This design comes from an exercise in tuning for small area and a short achievable clock period on the open sky130 flow, not from production work.
Function was checked by simulation only, so behaviour that the tests miss may differ from the original.
No activity file was given, so power comes from the tool's default toggle rates.

== try-indigo ==
==> flow/design.v <==
package dmem_pkg;
  localparam logic [15:0] RAM_REGION = 16'h1001;
  localparam logic [15:0] IO_REGION  = 16'h1003;
endpackage
module dmem_ram #(
  parameter int Nloc  = 64,
  parameter int Dbits = 32
) (
  input  logic                      clk,
  input  logic [Nloc/4-1:0]         ins_sel,
  input  logic [Nloc/4-1:0]         ins_keep,
  input  logic [Dbits-1:0]          wdata,
  input  logic [Nloc/2-1:0]         rd_sel,
  output logic [Dbits-1:0]          rdata
);
  logic [Nloc-1:0][Dbits-1:0] ring;
  always_ff @(posedge clk) begin
    for (int i = 0; i < Nloc; i++) begin
      if (i % 4 == 0) begin
        ring[i] <= (ring[(i + Nloc - 1) % Nloc] & {Dbits{ins_keep[i / 4]}})
                 | (wdata & {Dbits{ins_sel[i / 4]}});
      end else begin
        ring[i] <= ring[(i + Nloc - 1) % Nloc];
      end
    end
  end
  always_comb begin
    rdata = '0;
    for (int j = 0; j < Nloc / 2; j++) begin
      rdata = rdata | (ring[2 * j] & {Dbits{rd_sel[j]}});
    end
  end
endmodule
module dmem_responder #(
  parameter int          Nloc        = 64,
  parameter int          Dbits       = 32,
  parameter logic [31:0] RAM_BASE    = {dmem_pkg::RAM_REGION, 16'h0000},
  parameter logic [31:0] IO_BASE     = {dmem_pkg::IO_REGION, 16'h0000}
) (
  input  logic             clk,
  input  logic             reset,
  input  logic             mem_req,
  input  logic             mem_wr,
  input  logic [Dbits-1:0] mem_addr,
  input  logic [Dbits-1:0] mem_writedata,
  output logic [Dbits-1:0] mem_readdata,
  output logic             stall,
  output logic [15:0]      led,
  output logic [Dbits-1:0] cycle_count
);
  localparam int AW = $clog2(Nloc);
  logic c1_q, c2_q, c3_q;
  logic idle;
  logic             wr_q;
  logic             ram_q, led_sel_q, cnt_sel_q;
  logic [AW-1:0]    sqn_q;
  logic [Nloc/2-1:0] tsel_q;
  logic [AW-1:0]    s1;
  logic [Dbits-1:0] wdata_q;
  logic [AW-1:0]    ph_q;
  logic             pv_q;
  logic [AW-1:0]    pnext_q;
  logic [Dbits-1:0] pdata_q;
  logic [Nloc/4-1:0] ins_q;
  logic [Nloc/4-1:0] keep_q;
  logic [Nloc/4-1:0] ins_d;
  logic [Nloc/4-1:0] ins_new;
  logic [Nloc/4-1:0] ins_old;
  logic [AW-1:0]    sq1;
  logic [AW-1:0]    pn1;
  logic             commit_ram;
  logic             pv_d;
  logic [AW-1:0]    pnext_d;
  logic [15:0]      led_q;
  logic [Dbits-1:0] cyc_q;
  logic             is_ram, is_led, is_cnt;
  logic             commit;
  logic             ins_now;
  logic [Dbits-1:0] tap_data;
  logic             byp;
  logic [Dbits-1:0] io_val;
  logic             hold1;
  logic             w_tap, r_tap;
  logic [Dbits-1:0] w_alt, r_alt;
  logic [Dbits-1:0] rdata_q;
  assign idle   = !(c1_q || c2_q || c3_q);
  assign s1     = mem_addr[AW+1:2] + ph_q;
  assign is_ram = (mem_addr[31:16] == RAM_BASE[31:16]);
  assign is_led = (mem_addr[31:16] == IO_BASE[31:16]) && (mem_addr[15:2] == 14'd0);
  assign is_cnt = (mem_addr[31:16] == IO_BASE[31:16]) && (mem_addr[15:2] == 14'd1);
  assign commit  = c3_q && mem_req && wr_q;
  assign commit_ram = commit && ram_q;
  assign ins_now = pv_q && (pnext_q[1:0] == 2'd0);
  assign pv_d    = commit_ram || (pv_q && !ins_now);
  assign sq1     = sqn_q + 1'b1;
  assign pn1     = pnext_q + 1'b1;
  assign pnext_d = commit_ram ? sq1 : pn1;
  assign ins_new = (sq1[1:0] == 2'd0) ? (Nloc/4)'(1) << sq1[AW-1:2] : '0;
  assign ins_old = (pv_q && !ins_now && (pn1[1:0] == 2'd0)) ? (Nloc/4)'(1) << pn1[AW-1:2] : '0;
  assign ins_d   = commit_ram ? ins_new : ins_old;
  dmem_ram #(
    .Nloc  (Nloc),
    .Dbits (Dbits)
  ) u_ram (
    .clk     (clk),
    .ins_sel (ins_q),
    .ins_keep(keep_q),
    .wdata   (pdata_q),
    .rd_sel  (tsel_q),
    .rdata   (tap_data)
  );
  assign byp = pv_q && (pnext_q == sqn_q);
  always_comb begin
    io_val = '0;
    if (led_sel_q) begin
      io_val = {{(Dbits-16){1'b0}}, led_q};
    end else if (cnt_sel_q) begin
      io_val = cyc_q;
    end
  end
  assign w_tap   = !idle && !byp;
  assign w_alt   = idle ? mem_writedata : pdata_q;
  assign r_tap   = ram_q && sqn_q[0] && !byp;
  assign r_alt   = !ram_q ? io_val : (sqn_q[0] ? pdata_q : wdata_q);
  assign hold1 = c1_q && !wr_q && sqn_q[0];
  always_ff @(posedge clk or posedge reset) begin
    if (reset) begin
      c1_q <= 1'b0;
      c2_q <= 1'b0;
      c3_q <= 1'b0;
    end else begin
      c1_q <= idle && mem_req;
      c2_q <= c1_q && mem_req;
      c3_q <= c2_q && mem_req;
    end
  end
  always_ff @(posedge clk) begin
    ph_q <= ph_q + 1'b1;
    if (idle) begin
      wr_q      <= mem_wr;
      ram_q     <= is_ram;
      led_sel_q <= is_led;
      cnt_sel_q <= is_cnt;
      sqn_q     <= s1;
    end else begin
      sqn_q     <= sqn_q + 1'b1;
    end
    tsel_q <= (Nloc/2)'(1) << (idle ? s1[AW-1:1] : sqn_q[AW-1:1]);
    if (idle || hold1) begin
      wdata_q <= w_tap ? tap_data : w_alt;
    end
    rdata_q <= r_tap ? tap_data : r_alt;
    pv_q    <= pv_d;
    pnext_q <= pnext_d;
    ins_q   <= ins_d;
    keep_q  <= ~ins_d;
    if (commit_ram) begin
      pdata_q <= wdata_q;
    end
  end
  always_ff @(posedge clk or posedge reset) begin
    if (reset) begin
      led_q <= '0;
    end else if (commit && led_sel_q) begin
      led_q <= wdata_q[15:0];
    end
  end
  always_ff @(posedge clk or posedge reset) begin
    if (reset) begin
      cyc_q <= '0;
    end else begin
      cyc_q <= cyc_q + 1'b1;
    end
  end
  assign stall        = mem_req && !c3_q && !reset;
  assign mem_readdata = rdata_q;
  assign led          = led_q;
  assign cycle_count  = cyc_q;
endmodule
Settings: LEC_CHECK=0, ABC_CLOCK_PERIOD_IN_PS=2000, CAP_MARGIN=20, CORE_MARGIN=2, CORE_UTILIZATION=55, PLACE_DENSITY=0.65, SETUP_SLACK_MARGIN=2.15, SLEW_MARGIN=20; clock period 4.4 ns.
standard.sh (not shown) runs the stock make flow with config.mk's settings and CLKGATE_MAP_FILE= SYNTH_SCRIPT=/design/flow/synth_recipe.tcl, a recipe that flattens the netlist after the stock synthesis.
==> flow/flow/run.sh <==
#!/bin/bash
# Standard layout with port buffers made of plain buffers, free resizing, and a
# clock tree of clkbuf_16 trunks and clkbuf_8 leaves without dummy loads.
set -euo pipefail
CTS="-sink_clustering_enable -repair_clock_nets -sink_clustering_size 16 -sink_clustering_max_diameter 50"
CTS="$CTS -buf_list {sky130_fd_sc_hd__clkbuf_8 sky130_fd_sc_hd__clkbuf_16} -root_buf sky130_fd_sc_hd__clkbuf_16"
CTS="$CTS -sink_clustering_buffer sky130_fd_sc_hd__clkbuf_8 -dont_use_dummy_load"
bash standard.sh 'BUFFER_PORTS_ARGS=-buffer_cell sky130_fd_sc_hd__buf_2' MATCH_CELL_FOOTPRINT=0 "CTS_ARGS=$CTS" finish > run_make.log 2>&1
try-indigo ran to completion and came out clean on the timing, DRC and antenna checks.
Inputs modified between try-indigo and try-sierra:
Settings: a change of CORE_UTILIZATION from 55 to 60; a change of PLACE_DENSITY from 0.65 to 0.7; a change of SETUP_SLACK_MARGIN from 2.15 to 2.05.
[summary]
- Comparing try-indigo and try-sierra, combinational group share of total power is lower on try-sierra.
- In the flow results for try-indigo and try-sierra, the fraction of layout cells with a size suffix above 1 is smaller on try-sierra.
- When try-sierra is set beside try-indigo, its total design power turns out to be about 1% smaller.
- Final cell area: try-sierra below try-indigo

-- separate check: timing with driven ports --
How much do the figures lean on ideal ports? The routed layouts below were timed once more, with nothing changed but the port constraints.
Step 1 sets driving cells, clkbuf_16 on the clock port and buf_2 on the other inputs (assumed; they add their load-dependent delay and slew).
Step 2 times the ports against the registers' clock, not the clock port: input delays grow and output delays shrink by t, the midpoint of the rising clock arrivals with the driver on.
a / b / c = ideal / step 1 / step 2; a / b = the first two.
run	shift t [ns]	slack for setup (ns)	worst setup path after step 2	worst register clock-pin slew, ns	pins driven straight from the clock port
try-indigo	0.799	2.091 / 2.015 / 1.540	input to register	0.10 / 0.10	1
try-sierra	0.789	2.047 / 2.008 / 1.543	input to register	0.10 / 0.10	1
After both steps setup and hold are still met in every run listed. The setup slack of try-indigo, which loses most, moves by -0.076 ns with the drivers and by -0.551 ns with both steps.
